What follows belongs to an exercise in optimizing a design on an open flow for small area; a production flow would make more cautious choices.
Function was checked by simulation only, so behaviour that the tests miss may differ from the original.
Power and IR drop assume default switching activity.

==> inputs of wip/juniper <==
==> flow/design.v (excerpt) <==
module shooter_top #(
    parameter int TICK_CYCLES = 4,
    parameter int SPAWN_TICKS = 8
) (
    input  logic                                             clk,
    input  logic                                             rstn,
    input  logic [3:0]                                       btn,
    output logic                                             playing,
    output logic                                             player_alive,
    output shooter_pkg::coord_t                              player_x,
    output shooter_pkg::score_t                              score,
    output logic [shooter_pkg::NUM_SLOTS*shooter_pkg::SPRITE_W-1:0] bullets,
    output logic [shooter_pkg::NUM_SLOTS*shooter_pkg::SPRITE_W-1:0] enemies
);
export LEC_CHECK = 0
export ABC_AREA = 1
export CAP_MARGIN = 20
export CORE_MARGIN = 2
export CORE_UTILIZATION = 40
export GPL_TIMING_DRIVEN = 0
export SLEW_MARGIN = 20
create_clock -name core_clock -period 25.0 [get_ports {clk}]
standard.sh (not shown) runs the stock make flow with config.mk's settings and CLKGATE_MAP_FILE= SYNTH_SCRIPT=/design/flow/synth_recipe.tcl, a recipe that flattens the netlist after the stock synthesis.
==> flow/flow/run.sh <==
#!/bin/bash
# The standard layout with these changes:
#  - synthesis maps the logic with flow/area.abc (an area-oriented ABC script, without the
#    delay-driven buffering and upsizing of ORFS's default script), and extracts only full
#    adders before it (half adders are left to ABC); everything else in synthesis,
#    including the register mapping, is the standard flow's own synth_recipe.tcl
#  - the port buffers are made from the smallest buffer cell (every input and output port
#    still gets its own buffer)
#  - clock tree synthesis adds no dummy load cells at the tree's leaves
#  - floorplan keeps synthesis's single tie cell per constant value instead of giving each
#    constant output port a tie cell of its own
#  - floorplan removes the buffers synthesis left (placement is not timing-driven here, so
#    global placement does not remove them); the 25 ns clock leaves ample slack
# make's output goes to flow_make.log here; each ORFS step keeps its own log under orfs/logs/.
set -euo pipefail
here=$(pwd)
{
  echo 'proc abc {args} {'
  echo '  set i [lsearch $args -script]'
  echo "  if {\$i >= 0} { lset args [expr {\$i + 1}] {$here/flow/area.abc} }"
  echo '  yosys abc {*}$args'
  echo '}'
  echo 'proc extract_fa {args} { yosys extract_fa -fa {*}$args }'
  cat synth_recipe.tcl
} > area_synth.tcl
sed "s#SYNTH_SCRIPT=[^ ]*synth_recipe.tcl#SYNTH_SCRIPT=$here/area_synth.tcl#" standard.sh > area_standard.sh
grep -q "SYNTH_SCRIPT=$here/area_synth.tcl" area_standard.sh
export BUFFER_PORTS_ARGS="-buffer_cell sky130_fd_sc_hd__buf_1"
export SKIP_REPAIR_TIE_FANOUT=1
export REMOVE_ABC_BUFFERS=1
export CTS_ARGS="-sink_clustering_enable -repair_clock_nets -dont_use_dummy_load -sink_clustering_size 20 -buf_list sky130_fd_sc_hd__clkbuf_8"
bash area_standard.sh > flow_make.log 2>&1
==> flow/flow/area.abc <==
strash
&get -n
&deepsyn -T 60
&put
dch -f
amap
topo
==> inputs of wip/tundra, as changes to wip/juniper <==
Settings changed: CORE_UTILIZATION 40 to 55.
==> summary.txt <==
item                                                 wip/juniper      wip/tundra
Result of the run                                 finished clean  finished clean
Least setup slack across all paths after layout         16650 ps        17150 ps
Fill count                                                  2957            1977
Met1 Use GR                                                46.7%           57.3%
Non-clock buffering overhead in the final layout           5.41%           5.44%
DR pass1 iterations                                            7               8
Combinational cell fraction of total power                 34.0%           34.1%
Clock buf/inv share                                        1.94%           1.96%
Part of the power in registers                             45.1%           45.3%
Net count of the finished layout                            1675            1674
Worst hold slack across all endpoints                     468 ps          464 ps
Met2 wirelength from detailed routing                   21100 um        19600 um
Placed Cells incl. Taps                                     1999            1890
Cell-internal power                                       421 uW          422 uW
Proportion of total power due to net switching             41.7%           41.9%
Setup clock skew after layout                            36.7 ps         30.9 ps
Maximum clock rate                                       120 MHz         127 MHz
Non-filler cells, final                                     2016            1907
Post-route met1 wirelength                              20800 um        18100 um
Met2 capacity usage during global routing                  49.6%           62.1%
Seq area share                                             27.7%           28.0%
PnR Total Power                                           723 uW          728 uW

---

==> inputs of run B <==
Another version of the RTL of shooter_top (not shown whole).
==> module game_tick, before the edit <==
module game_tick (
    input  logic                clk,
    input  logic                rstn,
    input  logic                active,
    input  logic                spawn_taken,
    input  shooter_pkg::lane_t  lane,
    output logic                tick,
    output logic                check_phase,
    output logic                spawn_phase,
    output logic                spawn_due,
    output shooter_pkg::lane_t  spawn_lane
);
    logic [4:0] cnt;
    logic       flag;
    logic [9:0] seed;
    logic [9:0] seed_next;
    logic [4:0] cnt_next;
    logic [5:0] nib_sum;
    assign tick        = (cnt[1:0] == 2'd0) && !flag;
    assign check_phase = (cnt[1:0] == 2'd1) && flag;
    assign spawn_phase = (cnt[1:0] == 2'd2) && flag;
    always_ff @(posedge clk) begin
        if (!rstn) begin
            cnt  <= '0;
            flag <= 1'b1;
        end else begin
            cnt <= cnt_next;
            case (cnt[1:0])
                2'd0:    flag <= tick && active;
                2'd1:    flag <= flag;
                default: flag <= 1'b0;
            endcase
        end
    end
    always_ff @(posedge clk) begin
        if (!rstn) begin
            spawn_due <= 1'b0;
            seed      <= '0;
        end else begin
            if (spawn_taken) begin
                spawn_due <= 1'b0;
            end
            if (tick) begin
                seed <= seed_next;
                if (cnt[4:2] == 3'd0) begin
                    spawn_due <= 1'b1;
                end
            end
        end
    end
    always_comb begin
        logic c;
        c = 1'b1;
        for (int i = 0; i < 5; i++) begin
            cnt_next[i] = cnt[i] ^ c;
            c           = c & cnt[i];
        end
    end
    always_comb begin
        logic [9:0] w, t, u, m1, m2;
        w  = shooter_pkg::add10(seed, 10'd13, 1'b0);
        t  = shooter_pkg::add10(w << 3, ~w, 1'b1);
        u  = shooter_pkg::add10(t << 5, ~(t << 1), 1'b1);
        m1 = (lane[0] & ~lane[1]) ? u : 10'd0;
        m2 = (lane[1] & lane[2]) ? (u << 2) : (lane[1] ^ lane[2]) ? (u << 1) : 10'd0;
        seed_next = shooter_pkg::add10(shooter_pkg::add10(t, m1, 1'b0), m2, 1'b0);
    end
    always_comb begin
        nib_sum = 6'(shooter_pkg::add10(shooter_pkg::add10({6'd0, seed[3:0]}, {6'd0, seed[7:4]}, 1'b0),
                                        {8'd0, seed[9:8]}, 1'b0));
        case (nib_sum)
            6'd0, 6'd5, 6'd10, 6'd15, 6'd20, 6'd25, 6'd30: spawn_lane = 3'b000;
            6'd1, 6'd6, 6'd11, 6'd16, 6'd21, 6'd26, 6'd31: spawn_lane = 3'b001;
            6'd2, 6'd7, 6'd12, 6'd17, 6'd22, 6'd27, 6'd32: spawn_lane = 3'b011;
            6'd3, 6'd8, 6'd13, 6'd18, 6'd23, 6'd28, 6'd33: spawn_lane = 3'b101;
            default:                                        spawn_lane = 3'b111;
        endcase
    end
endmodule
==> module player_ctrl, before the edit <==
module player_ctrl (
    input  logic                  clk,
    input  logic                  rstn,
    input  logic [3:0]            btn,
    input  logic                  player_hit,
    output logic                  restart,
    output logic                  active,
    output logic                  fire_req,
    output logic                  playing,
    output logic                  player_alive,
    output shooter_pkg::lane_t    lane
);
    assign restart  = btn[shooter_pkg::BTN_START] && !active;
    assign active   = playing && player_alive;
    assign fire_req = btn[shooter_pkg::BTN_FIRE] && active;
    always_ff @(posedge clk) begin
        if (!rstn) begin
            playing      <= 1'b0;
            player_alive <= 1'b1;
            lane         <= '0;
        end else if (restart) begin
            playing      <= 1'b1;
            player_alive <= 1'b1;
            lane         <= '0;
        end else if (active) begin
            if (player_hit) begin
                player_alive <= 1'b0;
            end
            if (btn[shooter_pkg::BTN_UP]) begin
                case (lane)
                    3'b000:  lane <= 3'b111;
                    3'b001:  lane <= 3'b000;
                    3'b011:  lane <= 3'b001;
                    3'b101:  lane <= 3'b011;
                    default: lane <= 3'b101;
                endcase
            end else if (btn[shooter_pkg::BTN_DOWN]) begin
                case (lane)
                    3'b000:  lane <= 3'b001;
                    3'b001:  lane <= 3'b011;
                    3'b011:  lane <= 3'b101;
                    3'b101:  lane <= 3'b111;
                    default: lane <= 3'b000;
                endcase
            end
        end
    end
endmodule
export LEC_CHECK = 0
export ABC_AREA = 1
export CAP_MARGIN = 20
export CORE_MARGIN = 2
export CORE_UTILIZATION = 40
export GPL_TIMING_DRIVEN = 0
export SLEW_MARGIN = 20
create_clock -name core_clock -period 25.0 [get_ports {clk}]
==> flow/flow/run.sh <==
#!/bin/bash
# The standard layout with these changes:
#  - synthesis maps the logic with flow/area.abc (an area-oriented ABC script, without the
#    delay-driven buffering and upsizing of ORFS's default script); everything else in
#    synthesis, including the register mapping, is the standard flow's own synth_recipe.tcl
#  - the port buffers are made from the smallest buffer cell (every input and output port
#    still gets its own buffer)
#  - clock tree synthesis adds no dummy load cells at the tree's leaves
#  - floorplan keeps synthesis's single tie cell per constant value instead of giving each
#    constant output port a tie cell of its own
#  - floorplan removes the buffers synthesis left (placement is not timing-driven here, so
#    global placement does not remove them); the 25 ns clock leaves ample slack
# make's output goes to flow_make.log here; each ORFS step keeps its own log under orfs/logs/.
set -euo pipefail
here=$(pwd)
{
  echo 'proc abc {args} {'
  echo '  set i [lsearch $args -script]'
  echo "  if {\$i >= 0} { lset args [expr {\$i + 1}] {$here/flow/area.abc} }"
  echo '  yosys abc {*}$args'
  echo '}'
  cat synth_recipe.tcl
} > area_synth.tcl
sed "s#SYNTH_SCRIPT=[^ ]*synth_recipe.tcl#SYNTH_SCRIPT=$here/area_synth.tcl#" standard.sh > area_standard.sh
grep -q "SYNTH_SCRIPT=$here/area_synth.tcl" area_standard.sh
export BUFFER_PORTS_ARGS="-buffer_cell sky130_fd_sc_hd__buf_1"
export SKIP_REPAIR_TIE_FANOUT=1
export REMOVE_ABC_BUFFERS=1
export CTS_ARGS="-sink_clustering_enable -repair_clock_nets -dont_use_dummy_load -sink_clustering_size 20 -buf_list sky130_fd_sc_hd__clkbuf_8"
bash area_standard.sh > flow_make.log 2>&1
==> flow/flow/area.abc <==
strash
&get -n
&deepsyn -T 60
&dch -f
&nf -R 1000 -p -a -F 8 -A 8
&put
topo
==> inputs of run D, as changes to run B <==
--- a/flow/design.v
+++ b/flow/design.v
@@ -13,8 +13,8 @@
     localparam int BTN_START = 0;
-    function automatic coord_t lane_x(input lane_t c);
-        lane_x = {2'b00, c[2], c[1], c[0], c[0], c[0] & ~c[2], c[0] & ~c[1], 1'b0};
+    function automatic coord_t lane_x(input lane_t l);
+        lane_x = {2'b00, l[2] | (l[1] & l[0]), l[2] | (l[1] & ~l[0]),
+                  |l, |l, l[1] ^ l[0], l[0], 1'b0};
     endfunction
-    function automatic coord_t bullet_x(input lane_t c);
-        bullet_x = {2'b00, c[1] | c[2], c[0] & (~c[1] | c[2]), c[1] & c[2], c[1] & c[2],
-                    ~(c[1] ^ c[2]), ~(c[0] & ~c[1]), 1'b1};
+    function automatic coord_t bullet_x(input lane_t l);
+        bullet_x = {2'b00, l[2] | l[1], l[2] | l[0], l[2], l[2], ~l[1], ~l[0], 1'b1};
     endfunction
@@ -93,4 +93,4 @@
         u  = shooter_pkg::add10(t << 5, ~(t << 1), 1'b1);
-        m1 = (lane[0] & ~lane[1]) ? u : 10'd0;
-        m2 = (lane[1] & lane[2]) ? (u << 2) : (lane[1] ^ lane[2]) ? (u << 1) : 10'd0;
+        m1 = lane[0] ? u : 10'd0;
+        m2 = lane[2] ? (u << 2) : lane[1] ? (u << 1) : 10'd0;
         seed_next = shooter_pkg::add10(shooter_pkg::add10(t, m1, 1'b0), m2, 1'b0);
@@ -101,7 +101,7 @@
         case (nib_sum)
-            6'd0, 6'd5, 6'd10, 6'd15, 6'd20, 6'd25, 6'd30: spawn_lane = 3'b000;
-            6'd1, 6'd6, 6'd11, 6'd16, 6'd21, 6'd26, 6'd31: spawn_lane = 3'b001;
-            6'd2, 6'd7, 6'd12, 6'd17, 6'd22, 6'd27, 6'd32: spawn_lane = 3'b011;
-            6'd3, 6'd8, 6'd13, 6'd18, 6'd23, 6'd28, 6'd33: spawn_lane = 3'b101;
-            default:                                        spawn_lane = 3'b111;
+            6'd0, 6'd5, 6'd10, 6'd15, 6'd20, 6'd25, 6'd30: spawn_lane = 3'd0;
+            6'd1, 6'd6, 6'd11, 6'd16, 6'd21, 6'd26, 6'd31: spawn_lane = 3'd1;
+            6'd2, 6'd7, 6'd12, 6'd17, 6'd22, 6'd27, 6'd32: spawn_lane = 3'd2;
+            6'd3, 6'd8, 6'd13, 6'd18, 6'd23, 6'd28, 6'd33: spawn_lane = 3'd3;
+            default:                                        spawn_lane = 3'd4;
         endcase
@@ -139,17 +139,5 @@
             if (btn[shooter_pkg::BTN_UP]) begin
-                case (lane)
-                    3'b000:  lane <= 3'b111;
-                    3'b001:  lane <= 3'b000;
-                    3'b011:  lane <= 3'b001;
-                    3'b101:  lane <= 3'b011;
-                    default: lane <= 3'b101;
-                endcase
+                lane <= (lane == 3'd0) ? 3'd4 : lane - 1'b1;
             end else if (btn[shooter_pkg::BTN_DOWN]) begin
-                case (lane)
-                    3'b000:  lane <= 3'b001;
-                    3'b001:  lane <= 3'b011;
-                    3'b011:  lane <= 3'b101;
-                    3'b101:  lane <= 3'b111;
-                    default: lane <= 3'b000;
-                endcase
+                lane <= (lane == 3'd4) ? 3'd0 : lane + 1'b1;
             end
==> flow/flow/run.sh (replaced) <==
#!/bin/bash
# The standard layout with two changes:
#  - synthesis maps the logic with flow/area.abc (an area-oriented ABC script, without the
#    delay-driven buffering and upsizing of ORFS's default script); everything else in
#    synthesis, including the register mapping, is the standard flow's own synth_recipe.tcl
#  - the port buffers are made from the smallest buffer cell (every input and output port
#    still gets its own buffer)
# make's output goes to flow_make.log here; each ORFS step keeps its own log under orfs/logs/.
set -euo pipefail
here=$(pwd)
{
  echo 'proc abc {args} {'
  echo '  set i [lsearch $args -script]'
  echo "  if {\$i >= 0} { lset args [expr {\$i + 1}] {$here/flow/area.abc} }"
  echo '  yosys abc {*}$args'
  echo '}'
  cat synth_recipe.tcl
} > area_synth.tcl
sed "s#SYNTH_SCRIPT=[^ ]*synth_recipe.tcl#SYNTH_SCRIPT=$here/area_synth.tcl#" standard.sh > area_standard.sh
grep -q "SYNTH_SCRIPT=$here/area_synth.tcl" area_standard.sh
export BUFFER_PORTS_ARGS="-buffer_cell sky130_fd_sc_hd__buf_1"
bash area_standard.sh > flow_make.log 2>&1
==> flow/flow/area.abc (replaced) <==
strash
&get -n
&deepsyn -T 60
&dch -f
&nf -R 1000 -p -a
&put
topo
--- a/flow/config.mk
+++ b/flow/config.mk
@@ -11,3 +11,3 @@
 export CORE_UTILIZATION = 40
-export GPL_TIMING_DRIVEN = 0
+export CTS_BUF_LIST = sky130_fd_sc_hd__clkbuf_8
 export SLEW_MARGIN = 20
==> inputs of run Z, as changes to run B <==
--- a/flow/design.v
+++ b/flow/design.v
@@ -13,8 +13,8 @@
     localparam int BTN_START = 0;
-    function automatic coord_t lane_x(input lane_t c);
-        lane_x = {2'b00, c[2], c[1], c[0], c[0], c[0] & ~c[2], c[0] & ~c[1], 1'b0};
+    function automatic coord_t lane_x(input lane_t l);
+        lane_x = {2'b00, l[2] | (l[1] & l[0]), l[2] | (l[1] & ~l[0]),
+                  |l, |l, l[1] ^ l[0], l[0], 1'b0};
     endfunction
-    function automatic coord_t bullet_x(input lane_t c);
-        bullet_x = {2'b00, c[1] | c[2], c[0] & (~c[1] | c[2]), c[1] & c[2], c[1] & c[2],
-                    ~(c[1] ^ c[2]), ~(c[0] & ~c[1]), 1'b1};
+    function automatic coord_t bullet_x(input lane_t l);
+        bullet_x = {2'b00, l[2] | l[1], l[2] | l[0], l[2], l[2], ~l[1], ~l[0], 1'b1};
     endfunction
@@ -93,4 +93,4 @@
         u  = shooter_pkg::add10(t << 5, ~(t << 1), 1'b1);
-        m1 = (lane[0] & ~lane[1]) ? u : 10'd0;
-        m2 = (lane[1] & lane[2]) ? (u << 2) : (lane[1] ^ lane[2]) ? (u << 1) : 10'd0;
+        m1 = lane[0] ? u : 10'd0;
+        m2 = lane[2] ? (u << 2) : lane[1] ? (u << 1) : 10'd0;
         seed_next = shooter_pkg::add10(shooter_pkg::add10(t, m1, 1'b0), m2, 1'b0);
@@ -101,7 +101,7 @@
         case (nib_sum)
-            6'd0, 6'd5, 6'd10, 6'd15, 6'd20, 6'd25, 6'd30: spawn_lane = 3'b000;
-            6'd1, 6'd6, 6'd11, 6'd16, 6'd21, 6'd26, 6'd31: spawn_lane = 3'b001;
-            6'd2, 6'd7, 6'd12, 6'd17, 6'd22, 6'd27, 6'd32: spawn_lane = 3'b011;
-            6'd3, 6'd8, 6'd13, 6'd18, 6'd23, 6'd28, 6'd33: spawn_lane = 3'b101;
-            default:                                        spawn_lane = 3'b111;
+            6'd0, 6'd5, 6'd10, 6'd15, 6'd20, 6'd25, 6'd30: spawn_lane = 3'd0;
+            6'd1, 6'd6, 6'd11, 6'd16, 6'd21, 6'd26, 6'd31: spawn_lane = 3'd1;
+            6'd2, 6'd7, 6'd12, 6'd17, 6'd22, 6'd27, 6'd32: spawn_lane = 3'd2;
+            6'd3, 6'd8, 6'd13, 6'd18, 6'd23, 6'd28, 6'd33: spawn_lane = 3'd3;
+            default:                                        spawn_lane = 3'd4;
         endcase
@@ -139,17 +139,5 @@
             if (btn[shooter_pkg::BTN_UP]) begin
-                case (lane)
-                    3'b000:  lane <= 3'b111;
-                    3'b001:  lane <= 3'b000;
-                    3'b011:  lane <= 3'b001;
-                    3'b101:  lane <= 3'b011;
-                    default: lane <= 3'b101;
-                endcase
+                lane <= (lane == 3'd0) ? 3'd4 : lane - 1'b1;
             end else if (btn[shooter_pkg::BTN_DOWN]) begin
-                case (lane)
-                    3'b000:  lane <= 3'b001;
-                    3'b001:  lane <= 3'b011;
-                    3'b011:  lane <= 3'b101;
-                    3'b101:  lane <= 3'b111;
-                    default: lane <= 3'b000;
-                endcase
+                lane <= (lane == 3'd4) ? 3'd0 : lane + 1'b1;
             end
==> flow/flow/run.sh (replaced) <==
#!/bin/bash
# The standard layout with two changes:
#  - synthesis maps the logic with flow/area.abc (an area-oriented ABC script, without the
#    delay-driven buffering and upsizing of ORFS's default script); everything else in
#    synthesis, including the register mapping, is the standard flow's own synth_recipe.tcl
#  - the port buffers are made from the smallest buffer cell (every input and output port
#    still gets its own buffer)
# make's output goes to flow_make.log here; each ORFS step keeps its own log under orfs/logs/.
set -euo pipefail
here=$(pwd)
{
  echo 'proc abc {args} {'
  echo '  set i [lsearch $args -script]'
  echo "  if {\$i >= 0} { lset args [expr {\$i + 1}] {$here/flow/area.abc} }"
  echo '  yosys abc {*}$args'
  echo '}'
  cat synth_recipe.tcl
} > area_synth.tcl
sed "s#SYNTH_SCRIPT=[^ ]*synth_recipe.tcl#SYNTH_SCRIPT=$here/area_synth.tcl#" standard.sh > area_standard.sh
grep -q "SYNTH_SCRIPT=$here/area_synth.tcl" area_standard.sh
export BUFFER_PORTS_ARGS="-buffer_cell sky130_fd_sc_hd__buf_1"
bash area_standard.sh > flow_make.log 2>&1
==> flow/flow/area.abc (replaced) <==
strash
dch -f
amap
topo
--- a/flow/config.mk
+++ b/flow/config.mk
@@ -11,3 +11,3 @@
 export CORE_UTILIZATION = 40
-export GPL_TIMING_DRIVEN = 0
+export CTS_BUF_LIST = sky130_fd_sc_hd__clkbuf_4 sky130_fd_sc_hd__clkbuf_8
 export SLEW_MARGIN = 20
==> inputs of run K, as changes to run B <==
--- a/flow/config.mk
+++ b/flow/config.mk
@@ -8,3 +8,3 @@
 export ABC_AREA = 1
-export CAP_MARGIN = 20
+export CAP_MARGIN = 10
 export CORE_MARGIN = 2
@@ -12,2 +12,2 @@
 export GPL_TIMING_DRIVEN = 0
-export SLEW_MARGIN = 20
+export SLEW_MARGIN = 10
==> reports/qor.txt <==
OUTCOME
-----------------------------------------------------------------
Outcome                          no timing/DRC/antenna violations

POWER AND IR DROP
-----------------------------------------------------------------
Comb power frac                                             50.0%

TIMING
-----------------------------------------------------------------
Layout Skew                                               29.1 ps
Smallest setup slack after layout                        17320 ps

YOSYS
-----------------------------------------------------------------
Number of library cell types mapped by synthesis               49

PLACE
-----------------------------------------------------------------
Routability Congestion                                       1.00

ROUTING
-----------------------------------------------------------------
Total iterations of the first detailed-routing run              8

-- figures above: run Z

==> reports/qor.txt <==
YOSYS
-----------------------------------------------------------------
Number of library cell types mapped by synthesis               58

ROUTING
-----------------------------------------------------------------
Total iterations of the first detailed-routing run              5

TIMING
-----------------------------------------------------------------
Smallest setup slack after layout                        16890 ps

PLACE
-----------------------------------------------------------------
Routability Congestion                                      0.983

OUTCOME
-----------------------------------------------------------------
Outcome                          no timing/DRC/antenna violations

-- figures above: run K

==> reports/qor.txt <==
TIMING
-----------------------------------------------------------------
Smallest setup slack after layout                        17020 ps

ROUTING
-----------------------------------------------------------------
Total iterations of the first detailed-routing run              5

POWER AND IR DROP
-----------------------------------------------------------------
Comb power frac                                             52.8%

OUTCOME
-----------------------------------------------------------------
Outcome                          no timing/DRC/antenna violations

-- figures above: run B

==> reports/qor.txt <==
OUTCOME
-----------------------------------------------------------------
Outcome                          no timing/DRC/antenna violations

PLACE
-----------------------------------------------------------------
Routability Congestion                                      0.967

ROUTING
-----------------------------------------------------------------
Total iterations of the first detailed-routing run              6

YOSYS
-----------------------------------------------------------------
Number of library cell types mapped by synthesis               56

TIMING
-----------------------------------------------------------------
Smallest setup slack after layout                        17210 ps
Layout Skew                                               23.5 ps

POWER AND IR DROP
-----------------------------------------------------------------
Comb power frac                                             54.3%

-- figures above: run D

re-timing with driven ports:
The flow's constraints put no driver on any port. The routed layouts listed below were extracted and timed again, unchanged, in two steps.
Step 1: set_driving_cell puts a clkbuf_16 on clk and a buf_2 on each other input, an assumption about the parent block.
Step 2, shift: input delay + t, output delay - t, t = (earliest + latest rising clock arrival at the registers) / 2. This alone moves slack from input paths to output paths.
Three values: no drivers, after step 1, after step 2; two values: the first two.
run	t, ns	slack for setup (ns)	hold WS [ns]	worst register clock-pin slew, ns
wip/juniper	0.508	16.650 / 16.650 / 16.650	0.468 / 0.468 / 0.468	0.10 / 0.10
wip/tundra	0.512	17.149 / 17.149 / 17.132	0.464 / 0.464 / 0.464	0.10 / 0.10
run B	0.496	17.022 / 17.022 / 17.022	0.479 / 0.479 / 0.479	0.09 / 0.09
run D	0.504	17.209 / 17.209 / 17.209	0.442 / 0.442 / 0.442	0.11 / 0.11
run Z	0.544	17.324 / 17.324 / 17.324	0.462 / 0.462 / 0.462	0.12 / 0.12
run K	0.508	16.889 / 16.889 / 16.889	0.472 / 0.472 / 0.472	0.10 / 0.10
After both steps setup and hold are still met in every run listed. The setup slack of wip/tundra, which loses most, moves by 0.000 ns with the drivers and by -0.017 ns with both steps.
